This design comes from an exercise in tuning for small area, a short achievable clock period and few clock cycles on the open sky130 flow, not from production work. Where RTL was checked, it was by simulation tests only, not by an equivalence proof against the original. The RTL of run 2 was laid out without a check of its function. Power is estimated from default activity; no workload was simulated.

$ cat flow/config.mk
export PLATFORM = sky130hd
export DESIGN_NAME = nnAccelerator
export DESIGN_NICKNAME = nnAccelerator
export VERILOG_FILES = /design/flow/design.v
export SDC_FILE = /design/flow/constraint.sdc
export NUM_CORES = 4
export LEC_CHECK = 0
export CAP_MARGIN = 20
export CORE_MARGIN = 2
export CORE_UTILIZATION = 40
export SLEW_MARGIN = 20
$ cat flow/constraint.sdc
create_clock -name core_clock -period 10.0 [get_ports {CLOCK1_50}]
set_input_delay 2.0000 -clock core_clock [delete_from_list [all_inputs] [get_ports {CLOCK1_50}]]
set_output_delay 2.0000 -clock core_clock [all_outputs]
set_load 0.01 [all_outputs]
$ cat flow/design.v
`default_nettype none
package nnBusPkg;
	typedef enum logic [2:0] {
		SEL_INPUT = 3'd0,
		SEL_HIDDEN_WEIGHT = 3'd1,
		SEL_OUTPUT_INPUT = 3'd2,
		SEL_OUTPUT_WEIGHT = 3'd3,
		SEL_HIDDEN_RESULT = 3'd4,
		SEL_OUTPUT_RESULT = 3'd5,
		SEL_STATUS = 3'd6
	} regSelect;
	typedef logic [8-1:0] busAddr;
	typedef logic [1:0] neuronIndex;
	typedef logic [32-1:0] busWord;
endpackage
`default_nettype wire
`default_nettype none
package nnMathPkg;
	typedef logic signed [16-1:0] operandWord;
	typedef logic signed [32-1:0] accumWord;
	localparam logic LAYER_HIDDEN = 1'b0;
	localparam logic LAYER_OUTPUT = 1'b1;
	localparam logic FETCH_IDLE = 1'b0;
	localparam logic FETCH_RUN = 1'b1;
endpackage
`default_nettype wire
`default_nettype none
module macArray (
	input  logic [23:0] dig,
	input  logic [15:0] w,
	output logic [31:0] ps,
	output logic [31:0] pc
);
	logic t0;
	logic t1;
	logic t2;
	logic t3;
	logic t4;
	logic t5;
	logic t6;
	logic t7;
	logic t8;
	logic t9;
	logic t10;
	logic t11;
	logic t12;
	logic t13;
	logic t14;
	logic t15;
	logic t16;
	logic t17;
	logic t18;
	logic t19;
	logic t20;
	logic t21;
	logic t22;
	logic t23;
	logic t24;
	logic t25;
	logic t26;
	logic t27;
	logic t28;
	logic t29;
	logic t30;
	logic t31;
	logic t32;
	logic t33;
	logic t34;
	logic t35;
	logic t36;
	logic t37;
	logic t38;
	logic t39;
	logic t40;
	logic t41;
	logic t42;
	logic t43;
	logic t44;
	logic t45;
	logic t46;
	logic t47;
	logic t48;
	logic t49;
	logic t50;
	logic t51;
	logic t52;
	logic t53;
	logic t54;
	logic t55;
	logic t56;
	logic t57;
	logic t58;
	logic t59;
	logic t60;
	logic t61;
	logic t62;
	logic t63;
	logic t64;
	logic t65;
	logic t66;
	logic t67;
	logic t68;
	logic t69;
	logic t70;
	logic t71;
	logic t72;
	logic t73;
	logic t74;
	logic t75;
	logic t76;
	logic t77;
	logic t78;
	logic t79;
	logic t80;
	logic t81;
	logic t82;
	logic t83;
	logic t84;
	logic t85;
	logic t86;
	logic t87;
	logic t88;
	logic t89;
	logic t90;
	logic t91;
	logic t92;
	logic t93;
	logic t94;
	logic t95;
	logic t96;
	logic t97;
	logic t98;
	logic t99;
	logic t100;
	logic t101;
	logic t102;
	logic t103;
	logic t104;
	logic t105;
	logic t106;
	logic t107;
	logic t108;
	logic t109;
	logic t110;
	logic t111;
	logic t112;
	logic t113;
	logic t114;
	logic t115;
	logic t116;
	logic t117;
	logic t118;
	logic t119;
	logic t120;
	logic t121;
	logic t122;
	logic t123;
	logic t124;
	logic t125;
	logic t126;
	logic t127;
	logic t128;
	logic t129;
	logic t130;
	logic t131;
	logic t132;
	logic t133;
	logic t134;
	logic t135;
	logic t136;
	logic t137;
	logic t138;
	logic t139;
	logic t140;
	logic t141;
	logic t142;
	logic t143;
	logic t144;
	logic t145;
	logic t146;
	logic t147;
	logic t148;
	logic t149;
	logic t150;
	logic t151;
	logic t152;
	logic t153;
	logic t154;
	logic t155;
	logic t156;
	logic t157;
	logic t158;
	logic t159;
	logic t160;
	logic t161;
	logic t162;
	logic t163;
	logic t164;
	logic t165;
	logic t166;
	logic t167;
	logic t168;
	logic t169;
	logic t170;
	logic t171;
	logic t172;
	logic t173;
	logic t174;
	logic t175;
	logic t176;
	logic t177;
	logic t178;
	logic t179;
	logic t180;
	logic t181;
	logic t182;
	logic t183;
	logic t184;
	logic t185;
	logic t186;
	logic t187;
	logic t188;
	logic t189;
	logic t190;
	logic t191;
	logic t192;
	logic t193;
	logic t194;
	logic t195;
	logic t196;
	logic t197;
	logic t198;
	logic t199;
	logic t200;
	logic t201;
	logic t202;
	logic t203;
	logic t204;
	logic t205;
	logic t206;
	logic t207;
	logic t208;
	logic t209;
	logic t210;
	logic t211;
	logic t212;
	logic t213;
	logic t214;
	logic t215;
	logic t216;
	logic t217;
	logic t218;
	logic t219;
	logic t220;
	logic t221;
	logic t222;
	logic t223;
	logic t224;
	logic t225;
	logic t226;
	logic t227;
	logic t228;
	logic t229;
	logic t230;
	logic t231;
	logic t232;
	logic t233;
	logic t234;
	logic t235;
	logic t236;
	logic t237;
	logic t238;
	logic t239;
	logic t240;
	logic t241;
	logic t242;
	logic t243;
	logic t244;
	logic t245;
	logic t246;
	logic t247;
	logic t248;
	logic t249;
	logic t250;
	logic t251;
	logic t252;
	logic t253;
	logic t254;
	logic t255;
	logic t256;
	logic t257;
	logic t258;
	logic t259;
	logic t260;
	logic t261;
	logic t262;
	logic t263;
	logic t264;
	logic t265;
	logic t266;
	logic t267;
	logic t268;
	logic t269;
	logic t270;
	logic t271;
	logic t272;
	logic t273;
	logic t274;
	logic t275;
	logic t276;
	logic t277;
	logic t278;
	logic t279;
	logic t280;
	logic t281;
	logic t282;
	logic t283;
	logic t284;
	logic t285;
	logic t286;
	logic t287;
	logic t288;
	logic t289;
	logic t290;
	logic t291;
	logic t292;
	logic t293;
	logic t294;
	logic t295;
	logic t296;
	logic t297;
	logic t298;
	logic t299;
	logic t300;
	logic t301;
	logic t302;
	logic t303;
	logic t304;
	logic t305;
	logic t306;
	logic t307;
	logic t308;
	logic t309;
	logic t310;
	logic t311;
	logic t312;
	logic t313;
	logic t314;
	logic t315;
	logic t316;
	logic t317;
	logic t318;
	logic t319;
	logic t320;
	logic t321;
	logic t322;
	logic t323;
	logic t324;
	logic t325;
	logic t326;
	logic t327;
	logic t328;
	logic t329;
	logic t330;
	logic t331;
	logic t332;
	logic t333;
	logic t334;
	logic t335;
	logic t336;
	logic t337;
	logic t338;
	logic t339;
	logic t340;
	logic t341;
	logic t342;
	logic t343;
	logic t344;
	logic t345;
	logic t346;
	logic t347;
	logic t348;
	logic t349;
	logic t350;
	logic t351;
	logic t352;
	logic t353;
	logic t354;
	logic t355;
	logic t356;
	logic t357;
	logic t358;
	logic t359;
	assign t0 = (dig[0] & w[0]) ^ dig[2];
	assign t1 = ((dig[0] & w[1]) | (dig[1] & w[0])) ^ dig[2];
	assign t2 = ((dig[0] & w[2]) | (dig[1] & w[1])) ^ dig[2];
	assign t3 = ((dig[0] & w[3]) | (dig[1] & w[2])) ^ dig[2];
	assign t4 = ((dig[0] & w[4]) | (dig[1] & w[3])) ^ dig[2];
	assign t5 = ((dig[0] & w[5]) | (dig[1] & w[4])) ^ dig[2];
	assign t6 = ((dig[0] & w[6]) | (dig[1] & w[5])) ^ dig[2];
	assign t7 = ((dig[0] & w[7]) | (dig[1] & w[6])) ^ dig[2];
	assign t8 = ((dig[0] & w[8]) | (dig[1] & w[7])) ^ dig[2];
	assign t9 = ((dig[0] & w[9]) | (dig[1] & w[8])) ^ dig[2];
	assign t10 = ((dig[0] & w[10]) | (dig[1] & w[9])) ^ dig[2];
	assign t11 = ((dig[0] & w[11]) | (dig[1] & w[10])) ^ dig[2];
	assign t12 = ((dig[0] & w[12]) | (dig[1] & w[11])) ^ dig[2];
	assign t13 = ((dig[0] & w[13]) | (dig[1] & w[12])) ^ dig[2];
	assign t14 = ((dig[0] & w[14]) | (dig[1] & w[13])) ^ dig[2];
	assign t15 = ((dig[0] & w[15]) | (dig[1] & w[14])) ^ dig[2];
	assign t16 = ~(((dig[0] & w[15]) | (dig[1] & w[15])) ^ dig[2]);
	assign t17 = (dig[3] & w[0]) ^ dig[5];
	assign t18 = ((dig[3] & w[1]) | (dig[4] & w[0])) ^ dig[5];
	assign t19 = ((dig[3] & w[2]) | (dig[4] & w[1])) ^ dig[5];
	assign t20 = ((dig[3] & w[3]) | (dig[4] & w[2])) ^ dig[5];
	assign t21 = ((dig[3] & w[4]) | (dig[4] & w[3])) ^ dig[5];
	assign t22 = ((dig[3] & w[5]) | (dig[4] & w[4])) ^ dig[5];
	assign t23 = ((dig[3] & w[6]) | (dig[4] & w[5])) ^ dig[5];
	assign t24 = ((dig[3] & w[7]) | (dig[4] & w[6])) ^ dig[5];
	assign t25 = ((dig[3] & w[8]) | (dig[4] & w[7])) ^ dig[5];
	assign t26 = ((dig[3] & w[9]) | (dig[4] & w[8])) ^ dig[5];
	assign t27 = ((dig[3] & w[10]) | (dig[4] & w[9])) ^ dig[5];
	assign t28 = ((dig[3] & w[11]) | (dig[4] & w[10])) ^ dig[5];
	assign t29 = ((dig[3] & w[12]) | (dig[4] & w[11])) ^ dig[5];
	assign t30 = ((dig[3] & w[13]) | (dig[4] & w[12])) ^ dig[5];
	assign t31 = ((dig[3] & w[14]) | (dig[4] & w[13])) ^ dig[5];
	assign t32 = ((dig[3] & w[15]) | (dig[4] & w[14])) ^ dig[5];
	assign t33 = ~(((dig[3] & w[15]) | (dig[4] & w[15])) ^ dig[5]);
	assign t34 = (dig[6] & w[0]) ^ dig[8];
	assign t35 = ((dig[6] & w[1]) | (dig[7] & w[0])) ^ dig[8];
	assign t36 = ((dig[6] & w[2]) | (dig[7] & w[1])) ^ dig[8];
	assign t37 = ((dig[6] & w[3]) | (dig[7] & w[2])) ^ dig[8];
	assign t38 = ((dig[6] & w[4]) | (dig[7] & w[3])) ^ dig[8];
	assign t39 = ((dig[6] & w[5]) | (dig[7] & w[4])) ^ dig[8];
	assign t40 = ((dig[6] & w[6]) | (dig[7] & w[5])) ^ dig[8];
	assign t41 = ((dig[6] & w[7]) | (dig[7] & w[6])) ^ dig[8];
	assign t42 = ((dig[6] & w[8]) | (dig[7] & w[7])) ^ dig[8];
	assign t43 = ((dig[6] & w[9]) | (dig[7] & w[8])) ^ dig[8];
	assign t44 = ((dig[6] & w[10]) | (dig[7] & w[9])) ^ dig[8];
	assign t45 = ((dig[6] & w[11]) | (dig[7] & w[10])) ^ dig[8];
	assign t46 = ((dig[6] & w[12]) | (dig[7] & w[11])) ^ dig[8];
	assign t47 = ((dig[6] & w[13]) | (dig[7] & w[12])) ^ dig[8];
	assign t48 = ((dig[6] & w[14]) | (dig[7] & w[13])) ^ dig[8];
	assign t49 = ((dig[6] & w[15]) | (dig[7] & w[14])) ^ dig[8];
	assign t50 = ~(((dig[6] & w[15]) | (dig[7] & w[15])) ^ dig[8]);
	assign t51 = (dig[9] & w[0]) ^ dig[11];
	assign t52 = ((dig[9] & w[1]) | (dig[10] & w[0])) ^ dig[11];
	assign t53 = ((dig[9] & w[2]) | (dig[10] & w[1])) ^ dig[11];
	assign t54 = ((dig[9] & w[3]) | (dig[10] & w[2])) ^ dig[11];
	assign t55 = ((dig[9] & w[4]) | (dig[10] & w[3])) ^ dig[11];
	assign t56 = ((dig[9] & w[5]) | (dig[10] & w[4])) ^ dig[11];
	assign t57 = ((dig[9] & w[6]) | (dig[10] & w[5])) ^ dig[11];
	assign t58 = ((dig[9] & w[7]) | (dig[10] & w[6])) ^ dig[11];
	assign t59 = ((dig[9] & w[8]) | (dig[10] & w[7])) ^ dig[11];
	assign t60 = ((dig[9] & w[9]) | (dig[10] & w[8])) ^ dig[11];
	assign t61 = ((dig[9] & w[10]) | (dig[10] & w[9])) ^ dig[11];
	assign t62 = ((dig[9] & w[11]) | (dig[10] & w[10])) ^ dig[11];
	assign t63 = ((dig[9] & w[12]) | (dig[10] & w[11])) ^ dig[11];
	assign t64 = ((dig[9] & w[13]) | (dig[10] & w[12])) ^ dig[11];
	assign t65 = ((dig[9] & w[14]) | (dig[10] & w[13])) ^ dig[11];
	assign t66 = ((dig[9] & w[15]) | (dig[10] & w[14])) ^ dig[11];
	assign t67 = ~(((dig[9] & w[15]) | (dig[10] & w[15])) ^ dig[11]);
	assign t68 = (dig[12] & w[0]) ^ dig[14];
	assign t69 = ((dig[12] & w[1]) | (dig[13] & w[0])) ^ dig[14];
	assign t70 = ((dig[12] & w[2]) | (dig[13] & w[1])) ^ dig[14];
	assign t71 = ((dig[12] & w[3]) | (dig[13] & w[2])) ^ dig[14];
	assign t72 = ((dig[12] & w[4]) | (dig[13] & w[3])) ^ dig[14];
	assign t73 = ((dig[12] & w[5]) | (dig[13] & w[4])) ^ dig[14];
	assign t74 = ((dig[12] & w[6]) | (dig[13] & w[5])) ^ dig[14];
	assign t75 = ((dig[12] & w[7]) | (dig[13] & w[6])) ^ dig[14];
	assign t76 = ((dig[12] & w[8]) | (dig[13] & w[7])) ^ dig[14];
	assign t77 = ((dig[12] & w[9]) | (dig[13] & w[8])) ^ dig[14];
	assign t78 = ((dig[12] & w[10]) | (dig[13] & w[9])) ^ dig[14];
	assign t79 = ((dig[12] & w[11]) | (dig[13] & w[10])) ^ dig[14];
	assign t80 = ((dig[12] & w[12]) | (dig[13] & w[11])) ^ dig[14];
	assign t81 = ((dig[12] & w[13]) | (dig[13] & w[12])) ^ dig[14];
	assign t82 = ((dig[12] & w[14]) | (dig[13] & w[13])) ^ dig[14];
	assign t83 = ((dig[12] & w[15]) | (dig[13] & w[14])) ^ dig[14];
	assign t84 = ~(((dig[12] & w[15]) | (dig[13] & w[15])) ^ dig[14]);
	assign t85 = (dig[15] & w[0]) ^ dig[17];
	assign t86 = ((dig[15] & w[1]) | (dig[16] & w[0])) ^ dig[17];
	assign t87 = ((dig[15] & w[2]) | (dig[16] & w[1])) ^ dig[17];
	assign t88 = ((dig[15] & w[3]) | (dig[16] & w[2])) ^ dig[17];
	assign t89 = ((dig[15] & w[4]) | (dig[16] & w[3])) ^ dig[17];
	assign t90 = ((dig[15] & w[5]) | (dig[16] & w[4])) ^ dig[17];
	assign t91 = ((dig[15] & w[6]) | (dig[16] & w[5])) ^ dig[17];
	assign t92 = ((dig[15] & w[7]) | (dig[16] & w[6])) ^ dig[17];
	assign t93 = ((dig[15] & w[8]) | (dig[16] & w[7])) ^ dig[17];
	assign t94 = ((dig[15] & w[9]) | (dig[16] & w[8])) ^ dig[17];
	assign t95 = ((dig[15] & w[10]) | (dig[16] & w[9])) ^ dig[17];
	assign t96 = ((dig[15] & w[11]) | (dig[16] & w[10])) ^ dig[17];
	assign t97 = ((dig[15] & w[12]) | (dig[16] & w[11])) ^ dig[17];
	assign t98 = ((dig[15] & w[13]) | (dig[16] & w[12])) ^ dig[17];
	assign t99 = ((dig[15] & w[14]) | (dig[16] & w[13])) ^ dig[17];
	assign t100 = ((dig[15] & w[15]) | (dig[16] & w[14])) ^ dig[17];
	assign t101 = ~(((dig[15] & w[15]) | (dig[16] & w[15])) ^ dig[17]);
	assign t102 = (dig[18] & w[0]) ^ dig[20];
	assign t103 = ((dig[18] & w[1]) | (dig[19] & w[0])) ^ dig[20];
	assign t104 = ((dig[18] & w[2]) | (dig[19] & w[1])) ^ dig[20];
	assign t105 = ((dig[18] & w[3]) | (dig[19] & w[2])) ^ dig[20];
	assign t106 = ((dig[18] & w[4]) | (dig[19] & w[3])) ^ dig[20];
	assign t107 = ((dig[18] & w[5]) | (dig[19] & w[4])) ^ dig[20];
	assign t108 = ((dig[18] & w[6]) | (dig[19] & w[5])) ^ dig[20];
	assign t109 = ((dig[18] & w[7]) | (dig[19] & w[6])) ^ dig[20];
	assign t110 = ((dig[18] & w[8]) | (dig[19] & w[7])) ^ dig[20];
	assign t111 = ((dig[18] & w[9]) | (dig[19] & w[8])) ^ dig[20];
	assign t112 = ((dig[18] & w[10]) | (dig[19] & w[9])) ^ dig[20];
	assign t113 = ((dig[18] & w[11]) | (dig[19] & w[10])) ^ dig[20];
	assign t114 = ((dig[18] & w[12]) | (dig[19] & w[11])) ^ dig[20];
	assign t115 = ((dig[18] & w[13]) | (dig[19] & w[12])) ^ dig[20];
	assign t116 = ((dig[18] & w[14]) | (dig[19] & w[13])) ^ dig[20];
	assign t117 = ((dig[18] & w[15]) | (dig[19] & w[14])) ^ dig[20];
	assign t118 = ~(((dig[18] & w[15]) | (dig[19] & w[15])) ^ dig[20]);
	assign t119 = (dig[21] & w[0]) ^ dig[23];
	assign t120 = ((dig[21] & w[1]) | (dig[22] & w[0])) ^ dig[23];
	assign t121 = ((dig[21] & w[2]) | (dig[22] & w[1])) ^ dig[23];
	assign t122 = ((dig[21] & w[3]) | (dig[22] & w[2])) ^ dig[23];
	assign t123 = ((dig[21] & w[4]) | (dig[22] & w[3])) ^ dig[23];
	assign t124 = ((dig[21] & w[5]) | (dig[22] & w[4])) ^ dig[23];
	assign t125 = ((dig[21] & w[6]) | (dig[22] & w[5])) ^ dig[23];
	assign t126 = ((dig[21] & w[7]) | (dig[22] & w[6])) ^ dig[23];
	assign t127 = ((dig[21] & w[8]) | (dig[22] & w[7])) ^ dig[23];
	assign t128 = ((dig[21] & w[9]) | (dig[22] & w[8])) ^ dig[23];
	assign t129 = ((dig[21] & w[10]) | (dig[22] & w[9])) ^ dig[23];
	assign t130 = ((dig[21] & w[11]) | (dig[22] & w[10])) ^ dig[23];
	assign t131 = ((dig[21] & w[12]) | (dig[22] & w[11])) ^ dig[23];
	assign t132 = ((dig[21] & w[13]) | (dig[22] & w[12])) ^ dig[23];
	assign t133 = ((dig[21] & w[14]) | (dig[22] & w[13])) ^ dig[23];
	assign t134 = ((dig[21] & w[15]) | (dig[22] & w[14])) ^ dig[23];
	assign t135 = ~(((dig[21] & w[15]) | (dig[22] & w[15])) ^ dig[23]);
	assign t136 = dig[17] ^ t10;
	assign t137 = dig[17] & t10;
	assign t138 = t11 ^ t26;
	assign t139 = t11 & t26;
	assign t140 = dig[20] ^ t12 ^ t27;
	assign t141 = (dig[20] & t12) | (dig[20] & t27) | (t12 & t27);
	assign t142 = t42 ^ t57;
	assign t143 = t42 & t57;
	assign t144 = t13 ^ t28 ^ t43;
	assign t145 = (t13 & t28) | (t13 & t43) | (t28 & t43);
	assign t146 = t58 ^ t73;
	assign t147 = t58 & t73;
	assign t148 = dig[23] ^ t14 ^ t29;
	assign t149 = (dig[23] & t14) | (dig[23] & t29) | (t14 & t29);
	assign t150 = t44 ^ t59 ^ t74;
	assign t151 = (t44 & t59) | (t44 & t74) | (t59 & t74);
	assign t152 = t89 ^ t104;
	assign t153 = t89 & t104;
	assign t154 = t15 ^ t30 ^ t45;
	assign t155 = (t15 & t30) | (t15 & t45) | (t30 & t45);
	assign t156 = t60 ^ t75 ^ t90;
	assign t157 = (t60 & t75) | (t60 & t90) | (t75 & t90);
	assign t158 = t105 ^ t120;
	assign t159 = t105 & t120;
	assign t160 = 1'b1 ^ t16 ^ t31;
	assign t161 = (1'b1 & t16) | (1'b1 & t31) | (t16 & t31);
	assign t162 = t46 ^ t61 ^ t76;
	assign t163 = (t46 & t61) | (t46 & t76) | (t61 & t76);
	assign t164 = t91 ^ t106 ^ t121;
	assign t165 = (t91 & t106) | (t91 & t121) | (t106 & t121);
	assign t166 = 1'b1 ^ t32 ^ t47;
	assign t167 = (1'b1 & t32) | (1'b1 & t47) | (t32 & t47);
	assign t168 = t62 ^ t77 ^ t92;
	assign t169 = (t62 & t77) | (t62 & t92) | (t77 & t92);
	assign t170 = t107 ^ t122;
	assign t171 = t107 & t122;
	assign t172 = t33 ^ t48 ^ t63;
	assign t173 = (t33 & t48) | (t33 & t63) | (t48 & t63);
	assign t174 = t78 ^ t93 ^ t108;
	assign t175 = (t78 & t93) | (t78 & t108) | (t93 & t108);
	assign t176 = 1'b1 ^ t49 ^ t64;
	assign t177 = (1'b1 & t49) | (1'b1 & t64) | (t49 & t64);
	assign t178 = t79 ^ t94;
	assign t179 = t79 & t94;
	assign t180 = t50 ^ t65 ^ t80;
	assign t181 = (t50 & t65) | (t50 & t80) | (t65 & t80);
	assign t182 = 1'b1 ^ t66;
	assign t183 = 1'b1 & t66;
	assign t184 = dig[11] ^ t6;
	assign t185 = dig[11] & t6;
	assign t186 = t7 ^ t22;
	assign t187 = t7 & t22;
	assign t188 = dig[14] ^ t8 ^ t23;
	assign t189 = (dig[14] & t8) | (dig[14] & t23) | (t8 & t23);
	assign t190 = t38 ^ t53;
	assign t191 = t38 & t53;
	assign t192 = t9 ^ t24 ^ t39;
	assign t193 = (t9 & t24) | (t9 & t39) | (t24 & t39);
	assign t194 = t54 ^ t69;
	assign t195 = t54 & t69;
	assign t196 = t25 ^ t40 ^ t55;
	assign t197 = (t25 & t40) | (t25 & t55) | (t40 & t55);
	assign t198 = t70 ^ t85 ^ t136;
	assign t199 = (t70 & t85) | (t70 & t136) | (t85 & t136);
	assign t200 = t41 ^ t56 ^ t71;
	assign t201 = (t41 & t56) | (t41 & t71) | (t56 & t71);
	assign t202 = t86 ^ t137 ^ t138;
	assign t203 = (t86 & t137) | (t86 & t138) | (t137 & t138);
	assign t204 = t72 ^ t87 ^ t102;
	assign t205 = (t72 & t87) | (t72 & t102) | (t87 & t102);
	assign t206 = t139 ^ t142 ^ t140;
	assign t207 = (t139 & t142) | (t139 & t140) | (t142 & t140);
	assign t208 = t88 ^ t103 ^ t141;
	assign t209 = (t88 & t103) | (t88 & t141) | (t103 & t141);
	assign t210 = t143 ^ t146 ^ t144;
	assign t211 = (t143 & t146) | (t143 & t144) | (t146 & t144);
	assign t212 = t119 ^ t145 ^ t147;
	assign t213 = (t119 & t145) | (t119 & t147) | (t145 & t147);
	assign t214 = t152 ^ t148 ^ t150;
	assign t215 = (t152 & t148) | (t152 & t150) | (t148 & t150);
	assign t216 = t149 ^ t151 ^ t153;
	assign t217 = (t149 & t151) | (t149 & t153) | (t151 & t153);
	assign t218 = t158 ^ t154 ^ t156;
	assign t219 = (t158 & t154) | (t158 & t156) | (t154 & t156);
	assign t220 = t155 ^ t157 ^ t159;
	assign t221 = (t155 & t157) | (t155 & t159) | (t157 & t159);
	assign t222 = t160 ^ t162 ^ t164;
	assign t223 = (t160 & t162) | (t160 & t164) | (t162 & t164);
	assign t224 = t161 ^ t163 ^ t165;
	assign t225 = (t161 & t163) | (t161 & t165) | (t163 & t165);
	assign t226 = t170 ^ t166 ^ t168;
	assign t227 = (t170 & t166) | (t170 & t168) | (t166 & t168);
	assign t228 = t123 ^ t167 ^ t169;
	assign t229 = (t123 & t167) | (t123 & t169) | (t167 & t169);
	assign t230 = t171 ^ t172 ^ t174;
	assign t231 = (t171 & t172) | (t171 & t174) | (t172 & t174);
	assign t232 = t109 ^ t124 ^ t173;
	assign t233 = (t109 & t124) | (t109 & t173) | (t124 & t173);
	assign t234 = t175 ^ t178 ^ t176;
	assign t235 = (t175 & t178) | (t175 & t176) | (t178 & t176);
	assign t236 = t95 ^ t110 ^ t125;
	assign t237 = (t95 & t110) | (t95 & t125) | (t110 & t125);
	assign t238 = t177 ^ t179 ^ t180;
	assign t239 = (t177 & t179) | (t177 & t180) | (t179 & t180);
	assign t240 = t81 ^ t96 ^ t111;
	assign t241 = (t81 & t96) | (t81 & t111) | (t96 & t111);
	assign t242 = t126 ^ t181 ^ t182;
	assign t243 = (t126 & t181) | (t126 & t182) | (t181 & t182);
	assign t244 = t67 ^ t82 ^ t97;
	assign t245 = (t67 & t82) | (t67 & t97) | (t82 & t97);
	assign t246 = t112 ^ t127 ^ t183;
	assign t247 = (t112 & t127) | (t112 & t183) | (t127 & t183);
	assign t248 = 1'b1 ^ t83 ^ t98;
	assign t249 = (1'b1 & t83) | (1'b1 & t98) | (t83 & t98);
	assign t250 = t113 ^ t128;
	assign t251 = t113 & t128;
	assign t252 = t84 ^ t99 ^ t114;
	assign t253 = (t84 & t99) | (t84 & t114) | (t99 & t114);
	assign t254 = 1'b1 ^ t100;
	assign t255 = 1'b1 & t100;
	assign t256 = dig[8] ^ t4;
	assign t257 = dig[8] & t4;
	assign t258 = t5 ^ t20;
	assign t259 = t5 & t20;
	assign t260 = t21 ^ t36 ^ t51;
	assign t261 = (t21 & t36) | (t21 & t51) | (t36 & t51);
	assign t262 = t37 ^ t52 ^ t185;
	assign t263 = (t37 & t52) | (t37 & t185) | (t52 & t185);
	assign t264 = t68 ^ t187 ^ t190;
	assign t265 = (t68 & t187) | (t68 & t190) | (t187 & t190);
	assign t266 = t189 ^ t191 ^ t194;
	assign t267 = (t189 & t191) | (t189 & t194) | (t191 & t194);
	assign t268 = t193 ^ t195 ^ t196;
	assign t269 = (t193 & t195) | (t193 & t196) | (t195 & t196);
	assign t270 = t197 ^ t200 ^ t199;
	assign t271 = (t197 & t200) | (t197 & t199) | (t200 & t199);
	assign t272 = t201 ^ t204 ^ t203;
	assign t273 = (t201 & t204) | (t201 & t203) | (t204 & t203);
	assign t274 = t205 ^ t207 ^ t208;
	assign t275 = (t205 & t207) | (t205 & t208) | (t207 & t208);
	assign t276 = t209 ^ t211 ^ t212;
	assign t277 = (t209 & t211) | (t209 & t212) | (t211 & t212);
	assign t278 = t213 ^ t215 ^ t216;
	assign t279 = (t213 & t215) | (t213 & t216) | (t215 & t216);
	assign t280 = t217 ^ t219 ^ t220;
	assign t281 = (t217 & t219) | (t217 & t220) | (t219 & t220);
	assign t282 = t221 ^ t223 ^ t224;
	assign t283 = (t221 & t223) | (t221 & t224) | (t223 & t224);
	assign t284 = t225 ^ t227 ^ t228;
	assign t285 = (t225 & t227) | (t225 & t228) | (t227 & t228);
	assign t286 = t229 ^ t231 ^ t232;
	assign t287 = (t229 & t231) | (t229 & t232) | (t231 & t232);
	assign t288 = t236 ^ t233 ^ t235;
	assign t289 = (t236 & t233) | (t236 & t235) | (t233 & t235);
	assign t290 = t237 ^ t240 ^ t239;
	assign t291 = (t237 & t240) | (t237 & t239) | (t240 & t239);
	assign t292 = t241 ^ t244 ^ t243;
	assign t293 = (t241 & t244) | (t241 & t243) | (t244 & t243);
	assign t294 = t245 ^ t250 ^ t248;
	assign t295 = (t245 & t250) | (t245 & t248) | (t250 & t248);
	assign t296 = t129 ^ t249 ^ t251;
	assign t297 = (t129 & t249) | (t129 & t251) | (t249 & t251);
	assign t298 = t115 ^ t130 ^ t253;
	assign t299 = (t115 & t130) | (t115 & t253) | (t130 & t253);
	assign t300 = t101 ^ t116 ^ t131;
	assign t301 = (t101 & t116) | (t101 & t131) | (t116 & t131);
	assign t302 = 1'b1 ^ t117;
	assign t303 = 1'b1 & t117;
	assign t304 = dig[5] ^ t2;
	assign t305 = dig[5] & t2;
	assign t306 = t3 ^ t18;
	assign t307 = t3 & t18;
	assign t308 = t19 ^ t34 ^ t256;
	assign t309 = (t19 & t34) | (t19 & t256) | (t34 & t256);
	assign t310 = t35 ^ t257 ^ t258;
	assign t311 = (t35 & t257) | (t35 & t258) | (t257 & t258);
	assign t312 = t259 ^ t184 ^ t260;
	assign t313 = (t259 & t184) | (t259 & t260) | (t184 & t260);
	assign t314 = t261 ^ t186 ^ t262;
	assign t315 = (t261 & t186) | (t261 & t262) | (t186 & t262);
	assign t316 = t188 ^ t263 ^ t264;
	assign t317 = (t188 & t263) | (t188 & t264) | (t263 & t264);
	assign t318 = t192 ^ t265 ^ t266;
	assign t319 = (t192 & t265) | (t192 & t266) | (t265 & t266);
	assign t320 = t267 ^ t198 ^ t268;
	assign t321 = (t267 & t198) | (t267 & t268) | (t198 & t268);
	assign t322 = t269 ^ t202 ^ t270;
	assign t323 = (t269 & t202) | (t269 & t270) | (t202 & t270);
	assign t324 = t206 ^ t271 ^ t272;
	assign t325 = (t206 & t271) | (t206 & t272) | (t271 & t272);
	assign t326 = t210 ^ t273 ^ t274;
	assign t327 = (t210 & t273) | (t210 & t274) | (t273 & t274);
	assign t328 = t214 ^ t275 ^ t276;
	assign t329 = (t214 & t275) | (t214 & t276) | (t275 & t276);
	assign t330 = t218 ^ t277 ^ t278;
	assign t331 = (t218 & t277) | (t218 & t278) | (t277 & t278);
	assign t332 = t222 ^ t279 ^ t280;
	assign t333 = (t222 & t279) | (t222 & t280) | (t279 & t280);
	assign t334 = t226 ^ t281 ^ t282;
	assign t335 = (t226 & t281) | (t226 & t282) | (t281 & t282);
	assign t336 = t230 ^ t283 ^ t284;
	assign t337 = (t230 & t283) | (t230 & t284) | (t283 & t284);
	assign t338 = t234 ^ t285 ^ t286;
	assign t339 = (t234 & t285) | (t234 & t286) | (t285 & t286);
	assign t340 = t238 ^ t287 ^ t288;
	assign t341 = (t238 & t287) | (t238 & t288) | (t287 & t288);
	assign t342 = t242 ^ t289 ^ t290;
	assign t343 = (t242 & t289) | (t242 & t290) | (t289 & t290);
	assign t344 = t246 ^ t291 ^ t292;
	assign t345 = (t246 & t291) | (t246 & t292) | (t291 & t292);
	assign t346 = t247 ^ t294 ^ t293;
	assign t347 = (t247 & t294) | (t247 & t293) | (t294 & t293);
	assign t348 = t252 ^ t295 ^ t296;
	assign t349 = (t252 & t295) | (t252 & t296) | (t295 & t296);
	assign t350 = t254 ^ t297 ^ t298;
	assign t351 = (t254 & t297) | (t254 & t298) | (t297 & t298);
	assign t352 = t255 ^ t300 ^ t299;
	assign t353 = (t255 & t300) | (t255 & t299) | (t300 & t299);
	assign t354 = t132 ^ t301 ^ t302;
	assign t355 = (t132 & t301) | (t132 & t302) | (t301 & t302);
	assign t356 = t118 ^ t133 ^ t303;
	assign t357 = (t118 & t133) | (t118 & t303) | (t133 & t303);
	assign t358 = 1'b1 ^ t134;
	assign t359 = 1'b1 & t134;
	assign ps[0] = dig[2];
	assign pc[0] = t0;
	assign ps[1] = t1;
	assign pc[1] = 1'b0;
	assign ps[2] = t17;
	assign pc[2] = t304;
	assign ps[3] = t305;
	assign pc[3] = t306;
	assign ps[4] = t307;
	assign pc[4] = t308;
	assign ps[5] = t309;
	assign pc[5] = t310;
	assign ps[6] = t311;
	assign pc[6] = t312;
	assign ps[7] = t313;
	assign pc[7] = t314;
	assign ps[8] = t315;
	assign pc[8] = t316;
	assign ps[9] = t317;
	assign pc[9] = t318;
	assign ps[10] = t319;
	assign pc[10] = t320;
	assign ps[11] = t321;
	assign pc[11] = t322;
	assign ps[12] = t323;
	assign pc[12] = t324;
	assign ps[13] = t325;
	assign pc[13] = t326;
	assign ps[14] = t327;
	assign pc[14] = t328;
	assign ps[15] = t329;
	assign pc[15] = t330;
	assign ps[16] = t331;
	assign pc[16] = t332;
	assign ps[17] = t333;
	assign pc[17] = t334;
	assign ps[18] = t335;
	assign pc[18] = t336;
	assign ps[19] = t337;
	assign pc[19] = t338;
	assign ps[20] = t339;
	assign pc[20] = t340;
	assign ps[21] = t341;
	assign pc[21] = t342;
	assign ps[22] = t343;
	assign pc[22] = t344;
	assign ps[23] = t345;
	assign pc[23] = t346;
	assign ps[24] = t348;
	assign pc[24] = t347;
	assign ps[25] = t349;
	assign pc[25] = t350;
	assign ps[26] = t351;
	assign pc[26] = t352;
	assign ps[27] = t354;
	assign pc[27] = t353;
	assign ps[28] = t355;
	assign pc[28] = t356;
	assign ps[29] = t358;
	assign pc[29] = t357;
	assign ps[30] = t135;
	assign pc[30] = t359;
	assign ps[31] = 1'b1;
	assign pc[31] = 1'b0;
endmodule
`default_nettype wire
`default_nettype none
module nnAccelerator (
	input  logic                 CLOCK1_50,
	input  logic                 resetHidden,
	input  logic                 busWrite,
	input  logic [2:0]           busSel,
	input  logic [1:0]           busNeuron,
	input  logic [8-1:0]   busAddr,
	input  logic [32-1:0]  busWriteData,
	output logic [32-1:0]  busReadData
);
	logic [15:0] xMem [16];
	logic [15:0] w1Mem [64];
	logic [15:0] hMem [4];
	logic [15:0] w2Mem [12];
	logic [15:0] wd;
	logic inRange16;
	logic inRange4;
	logic wrX;
	logic wrW1;
	logic wrH;
	logic wrW2;
	assign wd = busWriteData[15:0];
	assign inRange16 = busAddr < 8'd16;
	assign inRange4 = busAddr < 8'd4;
	assign wrX = busWrite && busSel == 3'd0 && inRange16;
	assign wrW1 = busWrite && busSel == 3'd1 && inRange16;
	assign wrH = busWrite && busSel == 3'd2 && inRange4;
	assign wrW2 = busWrite && busSel == 3'd3 && inRange4 && busNeuron != 2'd3;
	always_ff @(posedge CLOCK1_50) begin
		for (int k = 0; k < 16; k++)
			if (wrX && busAddr[3:0] == 4'(k))
				xMem[k] <= wd;
		for (int k = 0; k < 64; k++)
			if (wrW1 && {busNeuron, busAddr[3:0]} == 6'(k))
				w1Mem[k] <= wd;
		for (int k = 0; k < 4; k++)
			if (wrH && busAddr[1:0] == 2'(k))
				hMem[k] <= wd;
		for (int k = 0; k < 12; k++)
			if (wrW2 && {busNeuron, busAddr[1:0]} == 4'(k))
				w2Mem[k] <= wd;
	end
	logic clrH;
	logic stH;
	logic clrO;
	logic stO;
	assign clrH = wrX && busAddr[3:0] == 4'd0;
	assign stH = wrX && busAddr[3:0] == 4'd15;
	assign clrO = wrH && busAddr[1:0] == 2'd0;
	assign stO = wrH && busAddr[1:0] == 2'd3;
	logic colH;
	logic cleanH;
	logic [14:1] seenH;
	logic colO;
	logic cleanO;
	logic [2:1] seenO;
	logic fastH;
	logic fastO;
	assign fastH = colH && cleanH && &seenH;
	assign fastO = colO && cleanO && &seenO;
	always_ff @(posedge CLOCK1_50) begin
		if (resetHidden) begin
			colH <= 1'b0;
			colO <= 1'b0;
		end else begin
			if (clrH) begin
				colH <= 1'b1;
				cleanH <= 1'b1;
				seenH <= '0;
			end else if (stH) begin
				colH <= 1'b0;
			end else if (wrX) begin
				for (int k = 1; k < 15; k++)
					if (busAddr[3:0] == 4'(k)) begin
						seenH[k] <= 1'b1;
						if (seenH[k])
							cleanH <= 1'b0;
					end
			end else if (wrW1) begin
				cleanH <= 1'b0;
			end
			if (clrO) begin
				colO <= 1'b1;
				cleanO <= 1'b1;
				seenO <= '0;
			end else if (stO) begin
				colO <= 1'b0;
			end else if (wrH) begin
				for (int k = 1; k < 3; k++)
					if (busAddr[1:0] == 2'(k)) begin
						seenO[k] <= 1'b1;
						if (seenO[k])
							cleanO <= 1'b0;
					end
			end else if (wrW2) begin
				cleanO <= 1'b0;
			end
		end
	end
	logic fbAct;
	logic fbLay;
	logic [3:0] fbCnt;
	logic fbLast;
	assign fbLast = fbLay ? fbCnt == 4'd3 : fbCnt == 4'd15;
	always_ff @(posedge CLOCK1_50) begin
		if (resetHidden) begin
			fbAct <= 1'b0;
		end else if (fbAct) begin
			fbCnt <= fbCnt + 4'd1;
			if (fbLast)
				fbAct <= 1'b0;
		end else if ((stH && !fastH) || (stO && !fastO)) begin
			fbAct <= 1'b1;
			fbLay <= stO;
			fbCnt <= 4'd0;
		end
	end
	logic doneH;
	logic doneO;
	always_ff @(posedge CLOCK1_50) begin
		if (resetHidden) begin
			doneH <= 1'b0;
			doneO <= 1'b0;
		end else begin
			if (clrH)
				doneH <= 1'b0;
			else if ((stH && fastH) || (fbAct && fbLast && !fbLay))
				doneH <= 1'b1;
			if (clrO)
				doneO <= 1'b0;
			else if ((stO && fastO) || (fbAct && fbLast && fbLay))
				doneO <= 1'b1;
		end
	end
	logic itemV;
	logic itemLay;
	logic itemFirst;
	logic [3:0] itemIdx;
	logic [15:0] itemX;
	logic [23:0] itemDig;
	always_comb begin
		if (fbAct) begin
			itemV = 1'b1;
			itemLay = fbLay;
			itemFirst = fbCnt == 4'd0;
			itemIdx = fbCnt;
			itemX = fbLay ? hMem[fbCnt[1:0]] : xMem[fbCnt];
		end else begin
			itemV = (wrX && (colH || clrH)) || (wrH && (colO || clrO));
			itemLay = busSel[1];
			itemFirst = busAddr[3:0] == 4'd0;
			itemIdx = busAddr[3:0];
			itemX = wd;
		end
	end
	logic [16:0] xExt;
	assign xExt = {itemX, 1'b0};
	for (genvar j = 0; j < 8; j++) begin : gBooth
		assign itemDig[3*j] = xExt[2*j+1] ^ xExt[2*j];
		assign itemDig[3*j+1] = (xExt[2*j+2] && !xExt[2*j+1] && !xExt[2*j]) ||
			(!xExt[2*j+2] && xExt[2*j+1] && xExt[2*j]);
		assign itemDig[3*j+2] = xExt[2*j+2];
	end
	logic r0V;
	logic r0Lay;
	logic r0First;
	logic [23:0] r0Dig;
	logic [3:0][15:0] r0W;
	always_ff @(posedge CLOCK1_50) begin
		if (resetHidden)
			r0V <= 1'b0;
		else
			r0V <= itemV;
		r0Lay <= itemLay;
		r0First <= itemFirst;
		r0Dig <= itemDig;
		for (int n = 0; n < 4; n++) begin
			if (n < 3)
				r0W[n] <= itemLay ? w2Mem[n*4 + int'(itemIdx[1:0])] : w1Mem[n*16 + int'(itemIdx)];
			else
				r0W[n] <= w1Mem[n*16 + int'(itemIdx)];
		end
	end
	logic [3:0][31:0] prodS;
	logic [3:0][31:0] prodC;
	for (genvar n = 0; n < 4; n++) begin : gLane
		macArray lane (.dig(r0Dig), .w(r0W[n]), .ps(prodS[n]), .pc(prodC[n]));
	end
	logic r1V;
	logic r1Lay;
	logic r1First;
	logic [3:0][31:0] r1S;
	logic [3:0][31:0] r1C;
	always_ff @(posedge CLOCK1_50) begin
		if (resetHidden)
			r1V <= 1'b0;
		else
			r1V <= r0V;
		r1Lay <= r0Lay;
		r1First <= r0First;
		r1S <= prodS;
		r1C <= prodC;
	end
	logic [3:0][31:0] accH;
	logic [2:0][31:0] accO;
	logic [3:0][31:0] laneSum;
	logic [3:0][31:0] nextH;
	logic [2:0][31:0] nextO;
	for (genvar n = 0; n < 4; n++) begin : gSum
		logic [31:0] base;
		logic [31:0] s3;
		logic [31:0] c3;
		if (n < 3) begin : gShared
			assign base = r1First ? 32'd0 : (r1Lay ? accO[n] : accH[n]);
			assign nextO[n] = (r1V && r1Lay) ? laneSum[n] : accO[n];
		end else begin : gHiddenOnly
			assign base = r1First ? 32'd0 : accH[n];
		end
		assign s3 = base ^ r1S[n] ^ r1C[n];
		assign c3 = (base & r1S[n]) | (base & r1C[n]) | (r1S[n] & r1C[n]);
		assign laneSum[n] = s3 + {c3[30:0], 1'b0};
		assign nextH[n] = (r1V && !r1Lay) ? laneSum[n] : accH[n];
	end
	always_ff @(posedge CLOCK1_50) begin
		for (int n = 0; n < 4; n++)
			if (r1V && !r1Lay)
				accH[n] <= laneSum[n];
		for (int n = 0; n < 3; n++)
			if (r1V && r1Lay)
				accO[n] <= laneSum[n];
	end
	logic [31:0] rd;
	always_comb begin
		rd = 32'd0;
		case (busSel)
			3'd0:
				if (inRange16)
					rd = {{16{xMem[busAddr[3:0]][15]}}, xMem[busAddr[3:0]]};
			3'd2:
				if (inRange4)
					rd = {{16{hMem[busAddr[1:0]][15]}}, hMem[busAddr[1:0]]};
			3'd4:
				if (inRange4 && doneH)
					rd = nextH[busAddr[1:0]];
			3'd5:
				if (busAddr < 8'd3 && doneO)
					rd = nextO[busAddr[1:0]];
			3'd6:
				rd = {30'd0, doneO, doneH};
			default: ;
		endcase
	end
	always_ff @(posedge CLOCK1_50)
		busReadData <= rd;
endmodule
`default_nettype wire
$ cat flow/flow/run.sh
#!/bin/bash
# Standard layout, with timing repair aiming below the clock period by
# SETUP_SLACK_MARGIN (the clock period and constraints are unchanged).
set -euo pipefail
bash standard.sh SETUP_SLACK_MARGIN=6.3 finish > make_finish.log 2>&1
$ cat flow/standard.sh
#!/bin/bash
# synth_recipe.tcl (not shown) runs the flow's synth.tcl, then flattens the netlist and writes it again
# the make line also repeats each setting of config.mk as NAME=value (left out here)
make -C /OpenROAD-flow-scripts/flow DESIGN_CONFIG=/design/flow/config.mk WORK_HOME=/design/flow/orfs CLKGATE_MAP_FILE= SYNTH_SCRIPT=/design/flow/synth_recipe.tcl "${@:-finish}"
==> metrics.yaml, run 1 <==
run_status:
  outcome: "timing/DRC/antenna clean"
finish:
  instances_no_fill: 13000
  nNetsFinal: 9949
  syn_to_final_growth_pct: 24.2
  drive_gt1_share_pct: 23.1
  fillers: 22700
sta:
  rsz0062_at_grt: "true"
  setup_viol: 0
  slew_viol_final: 0
  clock_skew_ns: 0.111
  timing.hold.ws_ns: 0.325
  relSlewSlack_pct: 28.2
  setup_tns_ns: 0
  setup_slack_ns: 5.41
  fin_crit_sh_pct: 45.9
  finalHoldViolations: 0
  tightest_slew_ns: 1.07
  max_freq_mhz: 218
  post-route-min-period_ns: 4.59
synth:
  synth.distinct_cells: 95
  yosysMostFrequentCell: "edfxtp_1"
  synth.avg_cell_area_um2: 12.2
  ys_ff_latch: 2155
  synth_top_area_share_pct: 43.7
  synth_fp_nets: 9522
  yosysSeqAreaShare_pct: 54.8
  synthTopCellsByCount: "edfxtp_1, a22oi_1, inv_1, nand2_1, dfxtp_1"
  synthCells: 8789
  synth_edf_count: 1559
  synthFlopType: "edfxtp_1"
  yosysWarnings: 5
  syn_area_um2: 107000
  synth-async-reset-ratio_pct: 0
  synthTopCellsByArea: "edfxtp_1, dfxtp_1, fa_1, a22oi_1, xnor2_1"
  synth.largest_area_cell: "edfxtp_1"
die:
  start_util_pct: 40.1
  die_area_um2: 272000
  coreArea_um2: 267000
  ios: 80
  dieHeight_um: 522
  num_rows: 190
  die_w_um: 522
worst_setup_path:
  end_kind: "flip-flop"
  cp_max_fo: 9
  crit_top_cell: "buf_12"
  critical-path-top-delay-family: "compound AO/OA/AOI/OAI gates"
  crit_required_ns: 10.70
  start_kind: "flip-flop"
  critical_path_class: "reg -> reg"
  path_cells: "buf_12 > buf_16 > buf_12 > mux2i_4 > or2_4 > fa_1 > inv_2 > ha_4 > nand2_4 > or3_4 > a2111oi_4 > nor3_4 > o31ai_2 > xor2_1 > mux2_4 > a22o_1 > a211oi_2 > o211ai_1"
  cp.arrival_ns: 5.28
  max_stage_delay_ns: 0.52
  path_buf_inv: 4
  slowest_stage: "fa_1"
drt:
  ant_nets: 0
  drt-pass1-iter-count: 11
  via_per_inst: 6.21
  drc: 0
  drt_iter0_drc: 12300
  via_count: 80500
  wirelength_um: 406000
  wl_per_cell_um: 31.4
placed_design:
  gp_congestion: 0.943
  dp_slack_ns: 3.85
  place_inst: 11900
  port-buffer-count: 63
  hpwl_um: 230000
cts:
  clk_path_buf_depth: 4
  cts_hold_buf: 0
  clk_pin_slew_ns: 0.06
  h-tree-depth: 4
  clock_sinks: 2155
  clock-root-buffer: "clkbuf_16"
  insertion_delay_ns: 0.93
  cts_buffers: 226
  cts_tree: "yes"
hold_path:
  hp-class: "reg -> reg"
global_route:
  grt_max_degree: 134
  grt_use_met2_pct: 43.7
  grtUsageTotal_pct: 28.1
  grt_overflow: 0
  grtUsageMet1_pct: 37.1
  top_usage_layer: "met2"
  antenna_found_initial: 24
  grt_use_met3_pct: 6.68
  grt_first_pass_wirelength_um: 557000
  grt_pass1_vias: 77400
power:
  power_density_nw_per_um2: 275
  power.leakage_uw: 0.0488
  p_total_uw: 36700
  peakVddDrop_mv: 0.273
flow_run:
  cap_viol_max_count: 0
[registers in the layout, summed over array words and instances, names as in the netlist, 2 cells and up]
| name | count |
|---|---|
| r1C | 120 |
| accO | 96 |
| accH | 128 |
| seenH | 14 |
| w1Mem | 1024 |
| r1S | 121 |
| r0Dig | 24 |
| seenO | 2 |
| hMem | 64 |
| w2Mem | 192 |
| fbCnt | 4 |
| xMem | 256 |
| r0W | 64 |
| busReadData | 32 |
[timing repair]
action                                  in CTS  in global routing
resized for setup                          764                464
cloned                                      31                 21
pin swaps                                  262                259
buffers inserted                           377                206
endpoints found under the setup margin    2004                356
[worst paths after layout]
path / startpoint / end / slack (ns) / cells after the start
worst max-delay path: r1Lay / busReadData[28] / 5.41 / 18
worst min-delay path: r0Lay / r1Lay / 0.32 / 0
worst max register to register: r1Lay / busReadData[28] / 5.41 / 18
worst min register to register: r0Lay / r1Lay / 0.32 / 0
[layout make-up]
cell class                 count  area, µm²  area share (%)
clock buffer                 301       6230            4.68
inverter                     714       2690            2.02
timing repair buffer         873      10800            8.14
sequential                  2155      58900            44.2
tap                         3552       4440            3.34
antenna                        6       15.0          0.0113
multi-input combinational   5246      48800            36.7
clock inverter               108       1180           0.887
[power by group]
part | switching [µW] | leakage, µW | total, µW | internal, µW
Combinational | 9930 | 0.0262 | 17300 | 7420
Clock | 3620 | 0.00363 | 8560 | 4930
Sequential | 466 | 0.0190 | 10800 | 10300
Total | 14000 | 0.0488 | 36700 | 22600
[routing by layer]
metal / part of all wire (%) / vias to the layer above
met5: 0.032 / -
met4: 5.8 / 20
met3: 12 / 1184
met2: 45 / 5597
met1: 37 / 40600
li1: - / 33000
[cells by family after synthesis]
logic type	after synthesis	share of synthesized area, %
compound gates	2211	15.1
xor+xnor	666	5.45
fa+ha+maj	685	11.3
buf+inv	1393	4.93
flops	2155	54.8
mux	171	1.91
simple gates	1508	6.53
[layout by cell type (no fill, tap or decap), types with 157 or more instances in the layout]
cell type,instances
clkbuf_16,249
buf_12,197
nand2_1,607
a21oi_1,189
dfxtp_1,544
o21ai_0,174
fa_1,462
a22o_1,157
buf_4,473
xnor2_1,349
a22oi_1,807
edfxtp_1,1559
inv_1,700
xor2_1,262
[stage by stage]
step	util, %	instance area, µm²
after CTS	48.1	129000
after detailed placement	42.2	113000
final	49.8	133000
after global placement	42.2	113000
after global routing	49.8	133000
after floorplan	-	109000
Testbench counts, summed over its fixed seeds: cycles 1,856.
==> run 2: changes to the inputs <==
--- a/flow/design.v
+++ b/flow/design.v
@@ -981,6 +981,23 @@
 			(!xExt[2*j+2] && xExt[2*j+1] && xExt[2*j]);
 		assign itemDig[3*j+2] = xExt[2*j+2];
 	end
+	logic [15:0] selW1;
+	logic [3:0] selW2;
+	logic [3:0][15:0] itemW;
+	always_comb begin
+		for (int k = 0; k < 16; k++)
+			selW1[k] = !itemLay && itemIdx == 4'(k);
+		for (int k = 0; k < 4; k++)
+			selW2[k] = itemLay && itemIdx[1:0] == 2'(k);
+		for (int n = 0; n < 4; n++) begin
+			itemW[n] = '0;
+			for (int k = 0; k < 16; k++)
+				itemW[n] = itemW[n] | ({16{selW1[k]}} & w1Mem[n*16 + k]);
+			if (n < 3)
+				for (int k = 0; k < 4; k++)
+					itemW[n] = itemW[n] | ({16{selW2[k]}} & w2Mem[n*4 + k]);
+		end
+	end
 	logic r0V;
 	logic r0Lay;
 	logic r0First;
@@ -994,12 +1011,7 @@
 		r0Lay <= itemLay;
 		r0First <= itemFirst;
 		r0Dig <= itemDig;
-		for (int n = 0; n < 4; n++) begin
-			if (n < 3)
-				r0W[n] <= itemLay ? w2Mem[n*4 + int'(itemIdx[1:0])] : w1Mem[n*16 + int'(itemIdx)];
-			else
-				r0W[n] <= w1Mem[n*16 + int'(itemIdx)];
-		end
+		r0W <= itemW;
 	end
 	logic [3:0][31:0] prodS;
 	logic [3:0][31:0] prodC;
@@ -1008,7 +1020,8 @@
 	end
 	logic r1V;
 	logic r1Lay;
-	logic r1First;
+	logic r1AddH;
+	logic r1AddO;
 	logic [3:0][31:0] r1S;
 	logic [3:0][31:0] r1C;
 	always_ff @(posedge CLOCK1_50) begin
@@ -1017,29 +1030,26 @@
 		else
 			r1V <= r0V;
 		r1Lay <= r0Lay;
-		r1First <= r0First;
+		r1AddH <= !r0First && !r0Lay;
+		r1AddO <= !r0First && r0Lay;
 		r1S <= prodS;
 		r1C <= prodC;
 	end
 	logic [3:0][31:0] accH;
 	logic [2:0][31:0] accO;
 	logic [3:0][31:0] laneSum;
-	logic [3:0][31:0] nextH;
-	logic [2:0][31:0] nextO;
 	for (genvar n = 0; n < 4; n++) begin : gSum
 		logic [31:0] base;
 		logic [31:0] s3;
 		logic [31:0] c3;
 		if (n < 3) begin : gShared
-			assign base = r1First ? 32'd0 : (r1Lay ? accO[n] : accH[n]);
-			assign nextO[n] = (r1V && r1Lay) ? laneSum[n] : accO[n];
+			assign base = ({32{r1AddH}} & accH[n]) | ({32{r1AddO}} & accO[n]);
 		end else begin : gHiddenOnly
-			assign base = r1First ? 32'd0 : accH[n];
+			assign base = {32{r1AddH}} & accH[n];
 		end
 		assign s3 = base ^ r1S[n] ^ r1C[n];
 		assign c3 = (base & r1S[n]) | (base & r1C[n]) | (r1S[n] & r1C[n]);
 		assign laneSum[n] = s3 + {c3[30:0], 1'b0};
-		assign nextH[n] = (r1V && !r1Lay) ? laneSum[n] : accH[n];
 	end
 	always_ff @(posedge CLOCK1_50) begin
 		for (int n = 0; n < 4; n++)
@@ -1049,27 +1059,33 @@
 			if (r1V && r1Lay)
 				accO[n] <= laneSum[n];
 	end
+	logic [31:0] rdEarly;
 	logic [31:0] rd;
+	logic readSum;
 	always_comb begin
-		rd = 32'd0;
+		rdEarly = 32'd0;
 		case (busSel)
 			3'd0:
 				if (inRange16)
-					rd = {{16{xMem[busAddr[3:0]][15]}}, xMem[busAddr[3:0]]};
+					rdEarly = {{16{xMem[busAddr[3:0]][15]}}, xMem[busAddr[3:0]]};
 			3'd2:
 				if (inRange4)
-					rd = {{16{hMem[busAddr[1:0]][15]}}, hMem[busAddr[1:0]]};
+					rdEarly = {{16{hMem[busAddr[1:0]][15]}}, hMem[busAddr[1:0]]};
 			3'd4:
 				if (inRange4 && doneH)
-					rd = nextH[busAddr[1:0]];
+					rdEarly = accH[busAddr[1:0]];
 			3'd5:
 				if (busAddr < 8'd3 && doneO)
-					rd = nextO[busAddr[1:0]];
+					rdEarly = accO[busAddr[1:0]];
 			3'd6:
-				rd = {30'd0, doneO, doneH};
+				rdEarly = {30'd0, doneO, doneH};
 			default: ;
 		endcase
 	end
+	assign readSum = r1V && (r1Lay ?
+		busSel == 3'd5 && busAddr < 8'd3 && doneO :
+		busSel == 3'd4 && inRange4 && doneH);
+	assign rd = readSum ? laneSum[busAddr[1:0]] : rdEarly;
 	always_ff @(posedge CLOCK1_50)
 		busReadData <= rd;
 endmodule
==> run 2 against run 1 <==
  * Clock power about the same
  * Cell count decreased by 7.1%
  * Combinational power about the same
  * Highest routed layer unchanged
  * Total power increased by 1.8%
  * First-iteration DRC count decreased by 3.7%
  * Clock skew decreased by 0.0054 ns
  * Register-to-register slack improved by 0.096 ns
  * Largest power group unchanged
  * Fmax increased by 2.1%
==> metrics.yaml, run 2 <==
worst_setup_path:
  cp_max_fo: 7  # was 9
  critical_path_class: "reg -> reg"  # unchanged
  r2r_start: "r1AddO"  # was r1Lay
  critPathCapture: "busReadData[26]"  # was busReadData[28]
  start_kind: "flip-flop"  # unchanged
  crit_required_ns: 10.73  # was 10.70 ns
  rr_worst_depth: 15  # was 18
  end_kind: "flip-flop"  # unchanged
  crit_start: "r1AddO"  # was r1Lay
  r2r_slack_ns: 5.51  # was 5.41 ns
  r2r-end: "busReadData[26]"  # was busReadData[28]
  cp.arrival_ns: 5.22  # was 5.28 ns
synth:
  synthMuxAreaShare_pct: 2.28  # was 1.91%
  yosysSeqAreaShare_pct: 57.4  # was 54.8%
  synth.distinct_cells: 88  # was 95
  synthFlopType: "edfxtp_1"  # unchanged
  synth.largest_area_cell: "edfxtp_1"  # unchanged
  yosysWarnings: 5  # unchanged
  synthAdderAreaFrac_pct: 11.4  # was 11.3%
  synth_fp_nets: 8726  # was 9,522
  synth_top_family_by_area: "compound AO/OA/AOI/OAI gates"  # unchanged
  synthCells: 7993  # was 8,789
  synth_edf_count: 1783  # was 1,559
  synth_top_area_share_pct: 50.3  # was 43.7%
  ys_ff_latch: 2156  # was 2,155
  yosys.area_share.simple_pct: 4.58  # was 6.53%
  yosysMostFrequentCell: "edfxtp_1"  # unchanged
  synth_xor_xnor_area_share_pct: 5.40  # was 5.45%
  synth.avg_cell_area_um2: 13.3  # was 12.2 µm²
  synthTopCellsByArea: "edfxtp_1, fa_1, dfxtp_1, a22oi_1, xnor2_1"  # was edfxtp_1, dfxtp_1, fa_1, a22oi_1, xnor2_1
  synthTopCellsByCount: "edfxtp_1, a22oi_1, inv_1, fa_1, clkbuf_1"  # was edfxtp_1, a22oi_1, inv_1, nand2_1, dfxtp_1
  synth_compound_area_share_pct: 14.3  # was 15.1%
  synth-async-reset-ratio_pct: 0  # unchanged
  syn_area_um2: 106000  # was 107,000 µm²
global_route:
  grt_max_degree: 118  # was 134
  grt_pass1_vias: 73200  # was 77,400
  grt_first_pass_wirelength_um: 534000  # was 557,000 µm
  grt_overflow: 0  # unchanged
  grtUsageTotal_pct: 27.2  # was 28.1%
  antenna_found_initial: 16  # was 24
cts:
  cts_tree: "yes"  # unchanged
  cts_buffers: 221  # was 226
  cts_hold_buf: 0  # unchanged
  h-tree-depth: 4  # unchanged
  clock_sinks: 2156  # was 2,155
  insertion_delay_ns: 0.94  # was 0.93 ns
  clk_pin_slew_ns: 0.07  # was 0.06 ns
  clock-root-buffer: "clkbuf_16"  # unchanged
  clk_path_buf_depth: 3  # was 4
power:
  power_density_nw_per_um2: 290  # was 275 nW/µm²
  power.leakage_uw: 0.0458  # was 0.0488 µW
  peakVddDrop_mv: 0.232  # was 0.273 mV
drt:
  drt_iter0_drc: 11900  # was 12,300
  drc: 0  # unchanged
  wirelength_um: 384000  # was 406,000 µm
  drt-pass1-iter-count: 7  # was 11
  via_count: 74900  # was 80,500
  ant_nets: 0  # unchanged
  via_per_inst: 6.22  # was 6.21
  wl_per_cell_um: 31.9  # was 31.4 µm
sta:
  setup_slack_ns: 5.51  # was 5.41 ns
  setup_viol: 0  # unchanged
  timing.hold.ws_ns: 0.415  # was 0.325 ns
  max_freq_mhz: 223  # was 218 MHz
  post-route-min-period_ns: 4.49  # was 4.59 ns
  finalHoldViolations: 0  # unchanged
  setup_tns_ns: 0  # unchanged
  clock_skew_ns: 0.105  # was 0.111 ns
  slew_viol_final: 0  # unchanged
  fin_crit_sh_pct: 44.9  # was 45.9%
  rsz0062_at_grt: "true"  # unchanged
  tightest_slew_ns: 1.17  # was 1.07 ns
  relSlewSlack_pct: 22.3  # was 28.2%
placed_design:
  dp_slack_ns: 3.69  # was 3.85 ns
  postPlaceCellArea_um2: 112000  # was 113,000 µm²
  gp_congestion: 0.930  # was 0.943
  hpwl_um: 227000  # was 230,000 µm
  port-buffer-count: 63  # unchanged
finish:
  ff_latch_area_um2: 61100  # was 58,900 µm²
  post-route-util_pct: 48.6  # was 49.8%
  largest-register: "w1Mem"  # unchanged
  reg.largest.list: "w1Mem (1024), xMem (256), w2Mem (192)"  # unchanged
  syn_to_final_growth_pct: 21.1  # was 24.2%
  fin_area_um2: 129000  # was 133,000 µm²
  multiInputGateArea_um2: 44900  # was 48,800 µm²
  fillers: 22500  # was 22,700
  final_common_cell: "edfxtp_1"  # unchanged
  final_cell_mix: "edfxtp_1, a22oi_1, inv_1"  # unchanged
  nNetsFinal: 9036  # was 9,949
  drive_gt1_share_pct: 20.7  # was 23.1%
  largest_register_ffs: 1024  # unchanged
flow_run:
  cap_viol_max_count: 0  # unchanged
die:
  num_rows: 189  # was 190
  coreArea_um2: 265000  # was 267,000 µm²
  start_util_pct: 40.2  # was 40.1%
  die_area_um2: 270000  # was 272,000 µm²
  die_w_um: 520  # was 522 µm
  dieHeight_um: 520  # was 522 µm
  ios: 80  # unchanged
hold_path:
  hp-class: "reg -> reg"  # unchanged
run_status:
  outcome: "timing/DRC/antenna clean"  # unchanged
[run 2: cell count changes after synthesis, sizes merged, moves of 31 or more]
| cell | delta |
|---|---|
| nor2b | -33 |
| nand4 | -35 |
| edfxtp | +224 |
| or2 | -88 |
| a22o | +44 |
| and2 | +37 |
| a22oi | +91 |
| o21ai | -123 |
| a21oi | -110 |
| mux4 | +39 |
| nand2 | -357 |
| a221o | -31 |
| clkbuf | -63 |
| dfxtp | -223 |
[run 2: stage by stage]
step	total power [µW]	std cells
finish	37300	12000
global route	38900	12000
CTS	35100	11900
detailed placement	24600	11200
global placement	24300	11200
floorplan	20200	7993
[run 2: repair_timing]
item	in CTS	in global routing
pin swaps	188	135
buffers inserted	298	126
gates resized for setup	608	321
cloned	21	7
setup endpoints to repair	1959	774
hold endpoints to repair	0	0
[run 2: kinds of logic after synthesis]
logic type,count (synthesis)
flip-flops,2156
multiplexers,163
AO/OA/AOI/OAI,2014
XOR/XNOR,656
adder cells (fa/ha/maj),685
buffers and inverters,1309
AND/OR/NAND/NOR,1010
[run 2: cell type report]
class / count / share of cell area (%)
sequential: 2156 / 47.5
multi-input combinational: 4531 / 34.8
timing repair buffer: 691 / 6.39
clock buffer: 285 / 4.59
tap: 3533 / 3.43
inverter: 702 / 2.06
clock inverter: 135 / 1.23
antenna: 3 / 0.00583
[run 2: where the power goes]
group / switching [µW] / internal, µW
logic: 10000 / 7230
clock network: 3690 / 4850
registers: 456 / 11100
[run 2: worst max-delay path, stage by stage (launching register included)]
cell       delay, ns
dfxtp_4         0.45
buf_12          0.20
buf_4           0.13
a22oi_2         0.37
fa_1            0.50
inv_2           0.08
ha_4            0.23
and4_4          0.19
and3_4          0.17
a221o_1         0.30
or3_4           0.46
o211ai_4        0.26
nand2_2         0.10
xor2_2          0.17
mux4_2          0.52
o2bb2ai_4       0.18
[run 2: worst min path at each step]
stage / depth (start not counted) / start / slack [ns] / endpoint
after CTS: 2 / w1Mem[34][7] / 0.41 / r0W[39]
after floorplan: 0 / r0Dig[2] / 0.33 / r1S[96]
after global placement: 1 / r0First / 0.44 / r1AddO
final: 2 / w1Mem[34][7] / 0.42 / r0W[39]
after global routing: 2 / w1Mem[34][7] / 0.42 / r0W[39]
after detailed placement: 1 / r0First / 0.44 / r1AddO
[run 2: routing by layer]
metal / vias to the layer above / track usage (%) / routed length [µm] / share of wire (%)
met5: - / 0 / 58 / 0.015
met4: 8 / 11.0 / 17600 / 4.6
met3: 1022 / 7.19 / 48300 / 13
met2: 5314 / 41.6 / 171000 / 45
met1: 38100 / 36.7 / 146000 / 38
li1: 30500 / - / - / -

## re-timing with driven ports
No port has a modelled driver above. Below, the same layouts with a new extraction and two added sets of constraints.
Step 1: set_driving_cell puts a clkbuf_16 on CLOCK1_50 and a buf_2 on each other input, an assumption about the parent block.
Step 2, shift: input delay + t, output delay - t, t = (earliest + latest rising clock arrival at the registers) / 2. This alone moves slack from input paths to output paths.
a / b / c = ideal ports / drivers / drivers and shift; a / b = the first two.
| run | shift t [ns] | setup slack, ns | hold slack, ns | worst setup path after step 2 | clock arrival spread, ns |
|---|---|---|---|---|---|
| run 1 | 0.982 | 5.414 / 5.414 / 4.893 | 0.325 / 0.325 / 0.325 | input to register | 0.126 / 0.125 |
| run 2 | 0.985 | 5.509 / 5.509 / 4.866 | 0.415 / 0.415 / 0.415 | input to register | 0.110 / 0.110 |
After both steps setup and hold are still met in every run listed. For run 2, which loses most, drivers alone change the setup slack by 0.000 ns; drivers and shift together by -0.643 ns.
